Source: an optimization exercise on an open RTL-to-GDS flow (aim: small area, a short achievable clock period and few clock cycles). Production flows keep margins and buffers that such runs may drop.
In this exercise RTL edits were held to simulation tests only and were not proved equivalent to the original.

==> delta: inputs <==
// mem_stage
module mem_stage (
	input  logic        clk,
	input  logic        rst,
	input  logic        mem_req_load,
	input  logic        mem_req_store,
	input  logic [31:0] mem_req_addr,
	input  logic [31:0] mem_req_mdr,
	input  logic [1:0]  mem_req_width,
	input  logic [3:0]  mem_req_rd_sel,
	input  logic [31:0] wr_val,
	input  logic        update_rd,
	input  logic [3:0]  rd_sel,
	input  logic        cache_instr,
	input  logic [1:0]  cache_op,
	input  logic        i_cacheop_complete,
	input  logic        d_cacheop_complete,
	input  logic        dbg_en,
	input  logic        dbg_req_access,
	input  logic        dbg_req_wr_en,
	input  logic [31:0] dbg_req_addr,
	input  logic [1:0]  dbg_req_width,
	input  logic [31:0] dbg_req_wr_val,
	output logic        wb_update_rd,
	output logic [3:0]  wb_rd_sel,
	output logic [31:0] wb_val,
	output logic        complete,
	output logic        data_abort,
	output logic        busy,
	output logic [31:0] dbg_rd_val,
	output logic        dbg_compl,
	output logic        i_inval,
	output logic        d_inval,
	output logic        d_flush,
	output logic [7:0]  i_idx,
	output logic [7:0]  d_idx
);
clock: 12.0 ns
lec_check: 0
cap_margin: 20
core_margin: 2
core_utilization: 50
slew_margin: 20
synth_hierarchical: 1
synth_memory_max_bits: 8192
standard.sh (not shown) runs the stock make flow with config.mk's settings and CLKGATE_MAP_FILE= SYNTH_SCRIPT=/design/flow/synth_recipe.tcl, a recipe that flattens the netlist after the stock synthesis.
==> flow/flow/run.sh <==
#!/bin/bash
# Standard synthesis and layout, with three changes to how the layout is made:
#  - timing repair aims well below the 12 ns clock (setup margin), so the
#    achieved period (12 ns less the worst slack) comes out short;
#  - clock tree: clkbuf_8 leaf buffers serving clusters of up to 12 sinks, and no
#    dummy loads, instead of ~200 clkbuf_16 leaves for ~2100 flip-flops;
#  - every port still gets its own buffer, but starting from buf_1 (repair
#    upsizes the ones on critical paths) rather than a delay cell.
set -euo pipefail
bash standard.sh \
  "CTS_ARGS=-sink_clustering_enable -repair_clock_nets -dont_use_dummy_load -sink_clustering_size 12 -sink_clustering_max_diameter 50 -buf_list sky130_fd_sc_hd__clkbuf_8" \
  "BUFFER_PORTS_ARGS=-buffer_cell sky130_fd_sc_hd__buf_1" \
  SETUP_SLACK_MARGIN=6.5 finish > make_finish.log 2>&1
==> inputs of yarrow, as changes to delta <==
--- a/flow/design.v
+++ b/flow/design.v
@@ -156,36 +156,38 @@
 	logic pipe_none;
 	mem_wb_or2 u_dbg_w (.a(dbg_req.wr_en), .b(dbg_rd_2nd), .y(dbg_wr_or_2nd));
 	mem_wb_and2 u_dbg_done (.a(dbg_req.access), .b(dbg_wr_or_2nd), .y(dbg_done));
 	assign dbg_compl = dbg_done;
 	mem_wb_nor3 u_pipe_none (.a(mem_req.load), .b(mem_req.store), .c(cache_done_i), .y(pipe_none));
 	mem_wb_a221oi u_dbg_none (.a1(dbg_req.access), .a2(dbg_req.wr_en), .b1(dbg_req.access),
 		.b2(dbg_rd_2nd), .c(cache_done_d), .y(dbg_done_n));
 	mem_wb_nand2 u_complete (.a(pipe_none), .b(dbg_done_n), .y(complete));
-	logic [11:0] mem_hi_n;
-	logic [11:0] dbg_hi_n;
-	logic [2:0]  mem_hi;
-	logic [2:0]  dbg_hi;
-	logic        mem_abort_n;
-	logic        dbg_abort_n;
-	for (genvar i = 0; i < 12; i++) begin : g_hi2
-		mem_wb_nor2 u_m (.a(mem_req.addr[8+2*i]), .b(mem_req.addr[9+2*i]), .y(mem_hi_n[i]));
-		mem_wb_nor2 u_d (.a(dbg_req.addr[8+2*i]), .b(dbg_req.addr[9+2*i]), .y(dbg_hi_n[i]));
+	logic [7:0] mem_hi_n;
+	logic [7:0] dbg_hi_n;
+	logic [1:0] mem_hi;
+	logic [1:0] dbg_hi;
+	logic       mem_abort_n;
+	logic       dbg_abort_n;
+	for (genvar i = 0; i < 8; i++) begin : g_hi3
+		mem_wb_nor3 u_m (.a(mem_req.addr[8+3*i]), .b(mem_req.addr[9+3*i]), .c(mem_req.addr[10+3*i]),
+			.y(mem_hi_n[i]));
+		mem_wb_nor3 u_d (.a(dbg_req.addr[8+3*i]), .b(dbg_req.addr[9+3*i]), .c(dbg_req.addr[10+3*i]),
+			.y(dbg_hi_n[i]));
 	end
-	for (genvar j = 0; j < 3; j++) begin : g_hi8
+	for (genvar j = 0; j < 2; j++) begin : g_hi12
 		mem_wb_nand4 u_m (.a(mem_hi_n[4*j]), .b(mem_hi_n[4*j+1]), .c(mem_hi_n[4*j+2]),
 			.d(mem_hi_n[4*j+3]), .y(mem_hi[j]));
 		mem_wb_nand4 u_d (.a(dbg_hi_n[4*j]), .b(dbg_hi_n[4*j+1]), .c(dbg_hi_n[4*j+2]),
 			.d(dbg_hi_n[4*j+3]), .y(dbg_hi[j]));
 	end
-	mem_wb_o32ai u_mem_abort (.a1(mem_hi[0]), .a2(mem_hi[1]), .a3(mem_hi[2]),
-		.b1(mem_req.load), .b2(mem_req.store), .y(mem_abort_n));
-	mem_wb_o311ai u_dbg_abort (.a1(dbg_hi[0]), .a2(dbg_hi[1]), .a3(dbg_hi[2]),
-		.b1(dbg_req.access), .c1(dbg_wr_or_2nd), .y(dbg_abort_n));
+	mem_wb_o22ai u_mem_abort (.a1(mem_hi[0]), .a2(mem_hi[1]), .b1(mem_req.load), .b2(mem_req.store),
+		.y(mem_abort_n));
+	mem_wb_o211ai u_dbg_abort (.a1(dbg_hi[0]), .a2(dbg_hi[1]), .b1(dbg_req.access), .c1(dbg_wr_or_2nd),
+		.y(dbg_abort_n));
 	mem_wb_nand2 u_abort (.a(mem_abort_n), .b(dbg_abort_n), .y(data_abort));
 	assign mem_oor = |mem_hi;
 	assign dbg_oor = |dbg_hi;
 	assign ram_we = (mem_req.store & !mem_oor) | (dbg_req.access & dbg_req.wr_en & !dbg_oor);
 	always_ff @(posedge clk) begin
 		rd_word_q <= rd_data;
 		rd_pick_q <= rd_pick;
 		wb_rd_q <= update_rd ? rd_sel : mem_req.rd_sel;
@@ -227,38 +229,36 @@
 endmodule
 module mem_wb_nand4 (input logic a, input logic b, input logic c, input logic d, output logic y);
 	assign y = ~(a & b & c & d);
 endmodule
 module mem_wb_a221oi (input logic a1, input logic a2, input logic b1, input logic b2,
 		input logic c, output logic y);
 	assign y = ~((a1 & a2) | (b1 & b2) | c);
 endmodule
-module mem_wb_o32ai (input logic a1, input logic a2, input logic a3, input logic b1,
-		input logic b2, output logic y);
-	assign y = ~((a1 | a2 | a3) & (b1 | b2));
-endmodule
-module mem_wb_o311ai (input logic a1, input logic a2, input logic a3, input logic b1,
-		input logic c1, output logic y);
-	assign y = ~((a1 | a2 | a3) & b1 & c1);
+module mem_wb_o22ai (input logic a1, input logic a2, input logic b1, input logic b2,
+		output logic y);
+	assign y = ~((a1 | a2) & (b1 | b2));
+endmodule
+module mem_wb_o211ai (input logic a1, input logic a2, input logic b1, input logic c1,
+		output logic y);
+	assign y = ~((a1 | a2) & b1 & c1);
 endmodule
 `timescale 1ns/1ns
 module data_ram (
 	input  logic                                     clk,
 	input  logic                                     we,       
 	input  logic [mem_stage_pkg::RAM_ADDR_BITS-1:0]  word_idx,
 	input  logic [3:0]                               bytesel,
 	input  logic [31:0]                              wr_val,
 	input  logic                                     bypass,   
 	input  logic [31:0]                              bypass_val,
 	output logic [31:0]                              rd_data
 );
 	localparam int WORDS = 2 ** mem_stage_pkg::RAM_ADDR_BITS;
-	localparam int SRCS = WORDS + 1;
-	localparam int GROUPS = (SRCS + 2) / 3;
 	logic [31:0] mem [WORDS];
 	logic [7:0]       pre_lo;
 	logic [7:0]       pre_hi;
 	logic [7:0]       pre_hi_we;
 	logic [3:0]       byte_n;
 	logic [WORDS-1:0] word_we_n;
 	logic [3:0]       byte_we [WORDS];
 	always_comb begin
@@ -278,93 +278,63 @@
 	always_ff @(posedge clk) begin
 		for (int w = 0; w < WORDS; w++) begin
 			for (int b = 0; b < 4; b++) begin
 				if (byte_we[w][b])
 					mem[w][b*8 +: 8] <= wr_val[b*8 +: 8];
 			end
 		end
 	end
-	logic [3*GROUPS-1:0] src_sel;
-	for (genvar w = 0; w < 3*GROUPS; w++) begin : g_sel
-		if (w < WORDS) begin : g_word
-			data_ram_and2 u_sel (.a(pre_hi[w/8]), .b(pre_lo[w%8]), .y(src_sel[w]));
-		end else if (w == WORDS) begin : g_bypass
-			assign src_sel[w] = bypass;
-		end else begin : g_none
-			assign src_sel[w] = 1'b0;
-		end
+	logic [WORDS-1:0] src_sel;
+	for (genvar w = 0; w < WORDS; w++) begin : g_sel
+		data_ram_and2 u_sel (.a(pre_hi[w/8]), .b(pre_lo[w%8]), .y(src_sel[w]));
 	end
-	localparam int QUADS = (GROUPS + 3) / 4;
 	for (genvar b = 0; b < 32; b++) begin : g_bit
-		logic [3*GROUPS-1:0] src;
-		logic [4*QUADS-1:0]  grp_n;
-		logic [5:0]          quad;
-		logic [1:0]          half_n;
-		for (genvar w = 0; w < 3*GROUPS; w++) begin : g_src
-			if (w < WORDS)
-				assign src[w] = mem[w][b];
-			else if (w == WORDS)
-				assign src[w] = bypass_val[b];
-			else
-				assign src[w] = 1'b0;
-		end
-		for (genvar g = 0; g < GROUPS; g++) begin : g_grp
-			if (3*g + 2 < SRCS) begin : g_ao3
-				data_ram_ao3 u_ao (
-					.sel (src_sel[3*g +: 3]),
-					.src (src[3*g +: 3]),
-					.y_n (grp_n[g])
-				);
-			end else begin : g_ao2
-				data_ram_ao2 u_ao (
-					.sel (src_sel[3*g +: 2]),
-					.src (src[3*g +: 2]),
-					.y_n (grp_n[g])
-				);
-			end
-		end
-		for (genvar g = GROUPS; g < 4*QUADS; g++) begin : g_pad
-			assign grp_n[g] = 1'b1;
-		end
+		logic [23:0] grp_n;
+		logic [5:0]  quad;
+		logic [2:0]  pair_n;
+		for (genvar g = 0; g < 21; g++) begin : g_grp
+			data_ram_ao3 u_ao (
+				.sel (src_sel[3*g +: 3]),
+				.src ({mem[3*g+2][b], mem[3*g+1][b], mem[3*g][b]}),
+				.y_n (grp_n[g])
+			);
+		end
+		data_ram_nand2 u_last (.a(src_sel[63]), .b(mem[63][b]), .y(grp_n[21]));
+		data_ram_nand2 u_bypass (.a(bypass), .b(bypass_val[b]), .y(grp_n[22]));
+		assign grp_n[23] = 1'b1;
 		for (genvar q = 0; q < 5; q++) begin : g_quad
 			data_ram_nand4 u_q (.a(grp_n[4*q]), .b(grp_n[4*q+1]), .c(grp_n[4*q+2]),
 				.d(grp_n[4*q+3]), .y(quad[q]));
 		end
-		data_ram_nand2 u_q5 (.a(grp_n[20]), .b(grp_n[21]), .y(quad[5]));
-		data_ram_nor3 u_h0 (.a(quad[0]), .b(quad[1]), .c(quad[2]), .y(half_n[0]));
-		data_ram_nor3 u_h1 (.a(quad[3]), .b(quad[4]), .c(quad[5]), .y(half_n[1]));
-		data_ram_nand2 u_rd (.a(half_n[0]), .b(half_n[1]), .y(rd_data[b]));
+		data_ram_nand3 u_q5 (.a(grp_n[20]), .b(grp_n[21]), .c(grp_n[22]), .y(quad[5]));
+		for (genvar p = 0; p < 3; p++) begin : g_pair
+			data_ram_nor2 u_p (.a(quad[2*p]), .b(quad[2*p+1]), .y(pair_n[p]));
+		end
+		data_ram_nand3 u_rd (.a(pair_n[0]), .b(pair_n[1]), .c(pair_n[2]), .y(rd_data[b]));
 	end
 endmodule
 module data_ram_ao3 (
 	input  logic [2:0] sel,
 	input  logic [2:0] src,
 	output logic       y_n
 );
 	assign y_n = ~|(sel & src);
 endmodule
-module data_ram_ao2 (
-	input  logic [1:0] sel,
-	input  logic [1:0] src,
-	output logic       y_n
-);
-	assign y_n = ~|(sel & src);
-endmodule
 module data_ram_and2 (input logic a, input logic b, output logic y);
 	assign y = a & b;
 endmodule
 module data_ram_nand2 (input logic a, input logic b, output logic y);
 	assign y = ~(a & b);
 endmodule
 module data_ram_nand4 (input logic a, input logic b, input logic c, input logic d, output logic y);
 	assign y = ~(a & b & c & d);
 endmodule
-module data_ram_nor3 (input logic a, input logic b, input logic c, output logic y);
-	assign y = ~(a | b | c);
+module data_ram_nand3 (input logic a, input logic b, input logic c, output logic y);
+	assign y = ~(a & b & c);
 endmodule
 module data_ram_nor2 (input logic a, input logic b, output logic y);
 	assign y = ~(a | b);
 endmodule
 `timescale 1ns/1ns
 module mem_stage (
 	input  logic        clk,
 	input  logic        rst,
==> results.sh <==
export IMPL_min_period_ps=5650
export IMPL_fmaxAchievable_ghz=0.177
export IMPL_status="finished clean"
export IMPL_clkTransAtPathRegs_ps=30
export IMPL_viasPerCell=7.07
export IMPL_yosysSeqAreaShare_pct=82.9
That was yarrow.
==> results.sh <==
export IMPL_min_period_ps=5670
export IMPL_clkTransAtPathRegs_ps=80
export IMPL_status="finished clean"
export IMPL_yosysSeqAreaShare_pct=82.5
That was delta.
Testbench counts of delta, summed over its fixed seeds: cycles 34,848.
Testbench counts of yarrow, summed over its fixed seeds: cycles 34,848.

-- re-timing with driven ports --
In the flow no input, the clock included, has a driving cell. The finished layouts below were timed again as built, in two steps. Step 1, drivers: a clkbuf_16 drives clk and a buf_2 each remaining input, both assumed. Step 2 also shifts input and output timing later by t, the mid clock arrival at the registers, as if the neighbouring blocks saw the same clock. a / b / c = ideal / step 1 / step 2; a / b = the first two.
run | shift t [ns] | slack for setup (ns) | slew at the worst register clock pin (ns) | worst slew at a driven data input, ns | cell pins on the clock port's net
delta | 1.006 | 6.326 / 6.302 / 5.701 | 0.09 / 0.09 | 0.10 | 1
yarrow | 0.981 | 6.354 / 6.333 / 5.425 | 0.09 / 0.09 | 0.12 | 1
After both steps setup and hold are still met in every run listed. For yarrow, which loses most, drivers alone change the setup slack by -0.021 ns; drivers and shift together by -0.929 ns.
